Context: an optimization exercise on an open-source flow, tuned for small area, a short achievable clock period and few clock cycles per item. The choices shown serve that exercise and are no tape-out recipe.
The RTL was checked by simulation tests, not by an equivalence proof against the original design.
Power figures rest on the tool's default switching activity, not on a simulated workload.

Setup of north:
// exec_stage
module exec_stage (
    input  logic        clock,
    input  logic        reset,
    input  logic        issue_valid,
    input  logic [1:0]  issue_fu,
    input  logic [3:0]  issue_func,
    input  logic [1:0]  opa_select,
    input  logic [2:0]  opb_select,
    input  logic [31:0] inst,
    input  logic [31:0] pc,
    input  logic [31:0] rs1_value,
    input  logic [31:0] rs2_value,
    input  logic [4:0]  issue_tag,
    input  logic        complete_credit,
    output logic [2:0]  fu_free,
    output logic        complete_valid,
    output logic [1:0]  complete_fu,
    output logic [4:0]  complete_tag,
    output logic [31:0] complete_result,
    output logic        complete_take
);
Size in the first run: about 3000 cells after synthesis, ~190 I/O pins, about 30000 sq um of cells after synthesis.
==> flow/config.mk <==
export PLATFORM = sky130hd
export DESIGN_NAME = exec_stage
export DESIGN_NICKNAME = exec_stage
export VERILOG_FILES = /design/flow/design.v
export SDC_FILE = /design/flow/constraint.sdc
export NUM_CORES = 4
export LEC_CHECK = 0
export CAP_MARGIN = 20
export CORE_MARGIN = 2
export CORE_UTILIZATION = 62
export PLACE_DENSITY = 0.7
export SETUP_SLACK_MARGIN = 4.8
export SLEW_MARGIN = 20
==> flow/constraint.sdc <==
create_clock -name core_clock -period 8.0 [get_ports {clock}]
set_input_delay 1.6000 -clock core_clock [delete_from_list [all_inputs] [get_ports {clock}]]
set_output_delay 1.6000 -clock core_clock [all_outputs]
set_load 0.01 [all_outputs]
standard.sh (not shown) runs the stock make flow with config.mk's settings and CLKGATE_MAP_FILE= SYNTH_SCRIPT=/design/flow/synth_recipe.tcl, a recipe that flattens the netlist after the stock synthesis.
==> flow/flow/run.sh <==
#!/bin/bash
# The standard layout, with the port buffers made of buf_2 cells instead of the cell
# buffer_ports picks by default. Synthesis, floorplan, power grid and the rest are the
# standard flow's. make's full output goes to standard.log in this folder; ORFS writes
# each step's log under orfs/logs/.
set -euo pipefail
bash standard.sh "BUFFER_PORTS_ARGS=-buffer_cell sky130_fd_sc_hd__buf_2" finish > standard.log 2>&1
north completed; timing, DRC and antenna clean
Testbench counts of north, summed over its fixed seeds: cycles 39,051, items 32,000.
## Diff of input files: south against north
# north
export LEC_CHECK = 0
export CAP_MARGIN = 20
export CORE_MARGIN = 2
export CORE_UTILIZATION = 62
export PLACE_DENSITY = 0.7
export SETUP_SLACK_MARGIN = 4.8
export SLEW_MARGIN = 20
create_clock -name core_clock -period 8.0 [get_ports {clock}]
# south
export LEC_CHECK = 0
export CAP_MARGIN = 20
export CORE_MARGIN = 2
export CORE_UTILIZATION = 62
export CTS_CLUSTER_DIAMETER = 80
export CTS_CLUSTER_SIZE = 30
export PLACE_DENSITY = 0.7
export SETUP_SLACK_MARGIN = 4.6
export SLEW_MARGIN = 20
create_clock -name core_clock -period 8.0 [get_ports {clock}]
==> run summary <==
No stage failed in south, and the final checks on the layout all came back clean.
Of south and north, it is south that has the lower detailed-route wire length per cell.
For the number of gates on the worst path with buffers counted, south came in 1 higher than north did.
Comparing south against north, there is no change at all in maximum fanout count along the critical path.
Combinational share of power: south > north
Against north, south reports a share of the core filled with cells in the final layout that is lower.
Logic depth of the worst register-to-register path: south > north
In the tables for south and north, final-layout clock buffer total reads higher with north.
[compare] base=north new=south: minimum hold slack grew by 0.012 ns, cell area after layout shrank by about 6%.
[inputs] east vs south
# south
export LEC_CHECK = 0
export CAP_MARGIN = 20
export CORE_MARGIN = 2
export CORE_UTILIZATION = 62
export CTS_CLUSTER_DIAMETER = 80
export CTS_CLUSTER_SIZE = 30
export PLACE_DENSITY = 0.7
export SETUP_SLACK_MARGIN = 4.6
export SLEW_MARGIN = 20
create_clock -name core_clock -period 8.0 [get_ports {clock}]
# east
export LEC_CHECK = 0
export CAP_MARGIN = 20
export CORE_MARGIN = 2
export CORE_UTILIZATION = 55
export PLACE_DENSITY = 0.65
export SETUP_SLACK_MARGIN = 4.8
export SLEW_MARGIN = 20
create_clock -name core_clock -period 8.0 [get_ports {clock}]
--- outcome ---
The lower worst setup slack of south and east is in south.
Between south and east, the maximum single-stage delay on the critical path is higher for east.
Max share of power burned in the clock network across south and east: east
Relative to south, period utilization has gone down in east.
Looking at largest net degree at the start of global routing, east sits 9 higher than south does.
> inputs changed (east -> west)
# east
export LEC_CHECK = 0
export CAP_MARGIN = 20
export CORE_MARGIN = 2
export CORE_UTILIZATION = 55
export PLACE_DENSITY = 0.65
export SETUP_SLACK_MARGIN = 4.8
export SLEW_MARGIN = 20
create_clock -name core_clock -period 8.0 [get_ports {clock}]
# west
export LEC_CHECK = 0
export CAP_MARGIN = 20
export CORE_MARGIN = 2
export CORE_UTILIZATION = 55
export PLACE_DENSITY = 0.65
export SETUP_SLACK_MARGIN = 4.5
export SLEW_MARGIN = 20
create_clock -name core_clock -period 8.0 [get_ports {clock}]
==> flow/run.sh (new file) <==
#!/bin/bash
# synth_recipe.tcl (not shown) runs the flow's synth.tcl, then flattens the netlist and writes it again
# the make line also repeats each setting of config.mk as NAME=value (left out here)
make -C /OpenROAD-flow-scripts/flow DESIGN_CONFIG=/design/flow/config.mk WORK_HOME=/design/flow/orfs CLKGATE_MAP_FILE= SYNTH_SCRIPT=/design/flow/synth_recipe.tcl finish
removed: flow/flow/run.sh
removed: flow/standard.sh
Findings:
- east → west: post-CTS setup buffer count shows a reduction of 71%; wire length per cell shows a reduction of 0.61 um; post-cts resize count shows a reduction of about 40%.
- Cell count of the worst reg-to-reg path, east and west: higher on west
- west vs east, slack of the critical path went down by 0.22 ns.
- Between east and west, the cell count went down.
- Comparing east and west, the lower cell area after layout is on west.
- The via count reported for west is lower than the one for east.


Setup of old:
exec_stage, a different RTL version from the one above (not shown whole).
Size in the first run: ~190 I/O pins, about 0.031 mm^2 of cells after synthesis.
==> flow/config.mk <==
export PLATFORM = sky130hd
export DESIGN_NAME = exec_stage
export DESIGN_NICKNAME = exec_stage
export VERILOG_FILES = /design/flow/design.v
export SDC_FILE = /design/flow/constraint.sdc
export NUM_CORES = 4
export LEC_CHECK = 0
export CAP_MARGIN = 20
export CORE_MARGIN = 2
export CORE_UTILIZATION = 45
export CTS_CLUSTER_DIAMETER = 80
export CTS_CLUSTER_SIZE = 30
export PLACE_DENSITY = 0.55
export SETUP_SLACK_MARGIN = 4.6
export SLEW_MARGIN = 20
==> flow/constraint.sdc <==
create_clock -name core_clock -period 8.0 [get_ports {clock}]
set_input_delay 1.6000 -clock core_clock [delete_from_list [all_inputs] [get_ports {clock}]]
set_output_delay 1.6000 -clock core_clock [all_outputs]
set_load 0.01 [all_outputs]
==> flow/flow/run.sh <==
#!/bin/bash
# The standard layout, with the port buffers made of buf_2 cells instead of the cell
# buffer_ports picks by default. Synthesis, floorplan, power grid and the rest are the
# standard flow's. make's full output goes to standard.log in this folder; ORFS writes
# each step's log under orfs/logs/.
set -euo pipefail
bash standard.sh "BUFFER_PORTS_ARGS=-buffer_cell sky130_fd_sc_hd__buf_2" finish > standard.log 2>&1
Having completed the whole flow, old delivered a layout that passed the timing, DRC and antenna checks.
Testbench counts of old, summed over its fixed seeds: cycles 35,907, items 32,000.
Edits applied to the flow inputs when going from old to new:
# old
export LEC_CHECK = 0
export CAP_MARGIN = 20
export CORE_MARGIN = 2
export CORE_UTILIZATION = 45
export CTS_CLUSTER_DIAMETER = 80
export CTS_CLUSTER_SIZE = 30
export PLACE_DENSITY = 0.55
export SETUP_SLACK_MARGIN = 4.6
export SLEW_MARGIN = 20
create_clock -name core_clock -period 8.0 [get_ports {clock}]
# new
export LEC_CHECK = 0
export CAP_MARGIN = 20
export CORE_MARGIN = 2
export CORE_UTILIZATION = 55
export CTS_CLUSTER_DIAMETER = 80
export CTS_CLUSTER_SIZE = 30
export PLACE_DENSITY = 0.65
export SETUP_SLACK_MARGIN = 4.6
export SLEW_MARGIN = 20
create_clock -name core_clock -period 8.0 [get_ports {clock}]
- Looking at the reports, new completed the entire flow and the layout it produced met the timing, DRC and antenna checks.
- Wire: new routes less than old
- new vs. old: sum of internal, switching and leakage power now sits lower, utilization shows an increase of 11 points.
- The lower worst setup slack after layout came out of old.

==> re-timing with driven ports <==
In the flow no input, the clock included, has a driving cell. The finished layouts below were timed again as built, in two steps.
Step 1 (the two cells are an assumption about what drives the block):
set clk [get_ports {clock}]
set_driving_cell -lib_cell sky130_fd_sc_hd__clkbuf_16 $clk
set_driving_cell -lib_cell sky130_fd_sc_hd__buf_2 [delete_from_list [all_inputs] $clk]
Step 2 also shifts input and output timing later by t, the mid clock arrival at the registers, as if the neighbouring blocks saw the same clock.
a / b / c = ideal / step 1 / step 2; a / b = the first two.
| run | t, ns | setup WS [ns] | pins driven straight from the clock port |
|---|---|---|---|
| north | 0.663 | 4.507 / 4.507 / 3.955 | 1 |
| south | 0.642 | 4.526 / 4.526 / 4.043 | 1 |
| east | 0.657 | 4.594 / 4.602 / 3.945 | 1 |
| west | 0.659 | 4.376 / 4.376 / 3.849 | 1 |
| old | 0.697 | 4.412 / 4.412 / 3.849 | 1 |
| new | 0.664 | 4.463 / 4.463 / 3.981 | 1 |
After both steps setup and hold are still met in every run listed. For east, which loses most, drivers alone change the setup slack by +0.008 ns; drivers and shift together by -0.649 ns.
